Background: an optimization exercise with open tools, aiming at a short achievable clock period and few clock cycles per item. Do not read the settings as production practice.

Design gpio_bus_slave, start of the top module:
module gpio_bus_slave (
	input  logic                                BUS,
	input  logic                                reset,
	input  logic                                valid,
	input  logic                                rnw,
	input  gpio_bus_pkg::addr_t                 addr,
	input  gpio_bus_pkg::data_t                 write_data,
	input  gpio_bus_pkg::gpio_vec_t             gp_ip,
	output logic                                ready,
	output logic                                error,
	output gpio_bus_pkg::data_t                 read_data,
	output gpio_bus_pkg::gpio_vec_t             gp_op,
	output logic [gpio_bus_pkg::WORD_COUNT-1:0] gp_op_valid
);
==> module gpo_register_bank, before the edit <==
module gpo_register_bank (
	input  logic                                  BUS,
	input  logic                                  reset,
	input  logic [gpio_bus_pkg::WORD_COUNT-1:0]   write_hit,
	input  logic [gpio_bus_pkg::WORD_COUNT*gpio_bus_pkg::WRITE_GROUPS-1:0] write_en_n,  
	input  gpio_bus_pkg::data_t                   write_data,
	output gpio_bus_pkg::gpio_vec_t               gp_op,
	output gpio_bus_pkg::gpio_vec_t               gp_op_copy,    
	output logic [gpio_bus_pkg::WORD_COUNT-1:0]   gp_op_valid
);
	localparam int GROUP_W = gpio_bus_pkg::DATA_W / gpio_bus_pkg::WRITE_GROUPS;
	gpio_bus_pkg::gpio_vec_t copy_n;                     
	for (genvar b = 0; b < gpio_bus_pkg::WORD_COUNT*gpio_bus_pkg::DATA_W; b++) begin : g_copy
		gpio_inv u_inv (.a(copy_n[b]), .y(gp_op_copy[b]));
	end
	always_ff @(posedge BUS) begin
		if (reset) begin
			gp_op       <= '0;
			copy_n      <= '1;
			gp_op_valid <= '0;
		end
		else begin
			gp_op_valid <= write_hit;                    
			for (int i = 0; i < gpio_bus_pkg::WORD_COUNT; i++) begin
				for (int g = 0; g < gpio_bus_pkg::WRITE_GROUPS; g++) begin
					if (!write_en_n[i*gpio_bus_pkg::WRITE_GROUPS+g]) begin
						gp_op[i*gpio_bus_pkg::DATA_W+g*GROUP_W +: GROUP_W]      <= write_data[g*GROUP_W +: GROUP_W];
						copy_n[i*gpio_bus_pkg::DATA_W+g*GROUP_W +: GROUP_W]     <= ~write_data[g*GROUP_W +: GROUP_W];
					end
				end
			end
		end
	end
endmodule
==> module gpio_bus_slave, before the edit <==
module gpio_bus_slave (
	input  logic                                BUS,
	input  logic                                reset,
	input  logic                                valid,
	input  logic                                rnw,
	input  gpio_bus_pkg::addr_t                 addr,
	input  gpio_bus_pkg::data_t                 write_data,
	input  gpio_bus_pkg::gpio_vec_t             gp_ip,
	output logic                                ready,
	output logic                                error,
	output gpio_bus_pkg::data_t                 read_data,
	output gpio_bus_pkg::gpio_vec_t             gp_op,
	output logic [gpio_bus_pkg::WORD_COUNT-1:0] gp_op_valid
);
	logic [gpio_bus_pkg::WORD_COUNT-1:0] write_hit;      
	logic [gpio_bus_pkg::WORD_COUNT*gpio_bus_pkg::WRITE_GROUPS-1:0] write_en_n;
	gpio_bus_pkg::gpio_vec_t             gp_op_copy;     
	logic                                accept;         
	logic [gpio_bus_pkg::WRITE_GROUPS-1:0] read_ok;
	logic                                bus_error;
	logic [3:0]                          read_index;
	gpio_addr_decode u_decode (
		.addr       (addr),
		.valid      (valid),
		.rnw        (rnw),
		.ready      (ready),
		.write_hit  (write_hit),
		.write_en_n (write_en_n),
		.accept     (accept),
		.read_ok    (read_ok),
		.bus_error  (bus_error),
		.read_index (read_index)
	);
	bus_wait_timer u_timer (
		.BUS    (BUS),
		.reset  (reset),
		.accept (accept),
		.ready  (ready)
	);
	gpo_register_bank u_gpo (
		.BUS         (BUS),
		.reset       (reset),
		.write_hit   (write_hit),
		.write_en_n  (write_en_n),
		.write_data  (write_data),
		.gp_op       (gp_op),
		.gp_op_copy  (gp_op_copy),
		.gp_op_valid (gp_op_valid)
	);
	bus_response_regs u_resp (
		.BUS        (BUS),
		.reset      (reset),
		.accept     (accept),
		.read_ok    (read_ok),
		.bus_error  (bus_error),
		.read_index (read_index),
		.gp_op      (gp_op_copy),
		.gp_ip      (gp_ip),
		.read_data  (read_data),
		.error      (error)
	);
endmodule
export LEC_CHECK = 0
export CAP_MARGIN = 20
export CORE_MARGIN = 2
export CORE_UTILIZATION = 40
export SETUP_SLACK_MARGIN = 2.6
export SLEW_MARGIN = 20
export SYNTH_HIERARCHICAL = 1
export SYNTH_MINIMUM_KEEP_SIZE = 0
create_clock -name core_clock -period 4.0 [get_ports {BUS}]
standard.sh (not shown) runs the stock make flow with config.mk's settings and CLKGATE_MAP_FILE= SYNTH_SCRIPT=/design/flow/synth_recipe.tcl, a recipe that flattens the netlist after the stock synthesis.
==> flow/flow/run.sh <==
#!/bin/bash
# The standard synthesis and layout, except that timing repair may resize a
# cell to any drive strength (sky130hd otherwise only swaps cells of the same
# width before routing).
set -euo pipefail
bash standard.sh synth > synth.log 2>&1
bash standard.sh MATCH_CELL_FOOTPRINT=0 finish > layout.log 2>&1
Then changed:
--- a/flow/design.v
+++ b/flow/design.v
@@ -19,5 +19,5 @@
 	localparam wait_count_t WRITE_WAIT = 2'd2;
 	localparam wait_count_t READ_WAIT  = 2'd3;
-	localparam int WRITE_GROUPS = 8;
+	localparam int WRITE_GROUPS = 16;
 endpackage
 module gpio_nor2 (input logic a, b, output logic y);
@@ -138,16 +138,10 @@
 	input  gpio_bus_pkg::data_t                   write_data,
 	output gpio_bus_pkg::gpio_vec_t               gp_op,
-	output gpio_bus_pkg::gpio_vec_t               gp_op_copy,    
 	output logic [gpio_bus_pkg::WORD_COUNT-1:0]   gp_op_valid
 );
 	localparam int GROUP_W = gpio_bus_pkg::DATA_W / gpio_bus_pkg::WRITE_GROUPS;
-	gpio_bus_pkg::gpio_vec_t copy_n;                     
-	for (genvar b = 0; b < gpio_bus_pkg::WORD_COUNT*gpio_bus_pkg::DATA_W; b++) begin : g_copy
-		gpio_inv u_inv (.a(copy_n[b]), .y(gp_op_copy[b]));
-	end
 	always_ff @(posedge BUS) begin
 		if (reset) begin
 			gp_op       <= '0;
-			copy_n      <= '1;
 			gp_op_valid <= '0;
 		end
@@ -157,6 +151,5 @@
 				for (int g = 0; g < gpio_bus_pkg::WRITE_GROUPS; g++) begin
 					if (!write_en_n[i*gpio_bus_pkg::WRITE_GROUPS+g]) begin
-						gp_op[i*gpio_bus_pkg::DATA_W+g*GROUP_W +: GROUP_W]      <= write_data[g*GROUP_W +: GROUP_W];
-						copy_n[i*gpio_bus_pkg::DATA_W+g*GROUP_W +: GROUP_W]     <= ~write_data[g*GROUP_W +: GROUP_W];
+						gp_op[i*gpio_bus_pkg::DATA_W+g*GROUP_W +: GROUP_W] <= write_data[g*GROUP_W +: GROUP_W];
 					end
 				end
@@ -256,5 +249,4 @@
 	logic [gpio_bus_pkg::WORD_COUNT-1:0] write_hit;      
 	logic [gpio_bus_pkg::WORD_COUNT*gpio_bus_pkg::WRITE_GROUPS-1:0] write_en_n;
-	gpio_bus_pkg::gpio_vec_t             gp_op_copy;     
 	logic                                accept;         
 	logic [gpio_bus_pkg::WRITE_GROUPS-1:0] read_ok;
@@ -286,5 +278,4 @@
 		.write_data  (write_data),
 		.gp_op       (gp_op),
-		.gp_op_copy  (gp_op_copy),
 		.gp_op_valid (gp_op_valid)
 	);
@@ -296,5 +287,5 @@
 		.bus_error  (bus_error),
 		.read_index (read_index),
-		.gp_op      (gp_op_copy),
+		.gp_op      (gp_op),
 		.gp_ip      (gp_ip),
 		.read_data  (read_data),
The new run ran to the end with no violations; count of clock-buffer cells in the layout goes down by 37; final cell count came out lower by 22%; global-route usage increases by 6.5 points; final area went down by 19%; flip-flop and latch count shrinks by 256; critical path depth came out higher by 1.
Function was not checked in any run of this note: the RTL went through the layout flow alone.

## separate check: timing with driven ports
The flow's constraints put no driver on any port. The routed layouts listed below were extracted and timed again, unchanged, in two steps. Step 1: set_driving_cell puts a clkbuf_16 on BUS and a buf_2 on each other input, an assumption about the parent block. Step 2 adds t to the input delays and takes it off the output delays; t is the mean of the earliest and latest rising clock arrival at the registers after step 1. Input paths then give back, and output paths get back, about the clock's delay inside the block. Slacks: no drivers / after step 1 / after step 2; pairs: no drivers / after step 1.
run | t (ns) | slack for setup (ns) | worst setup path after step 2 | worst data-port slew with drivers (ns) | pins driven straight from the clock port
the first run | 0.681 | 2.012 / 2.015 / 1.334 | input to register | 0.31 | 1
the second run | 0.597 | 2.104 / 1.896 / 1.299 | input to register | 0.44 | 1
After both steps every run listed still meets setup and hold. For the second run, which loses most, drivers alone change the setup slack by -0.208 ns; drivers and shift together by -0.805 ns.
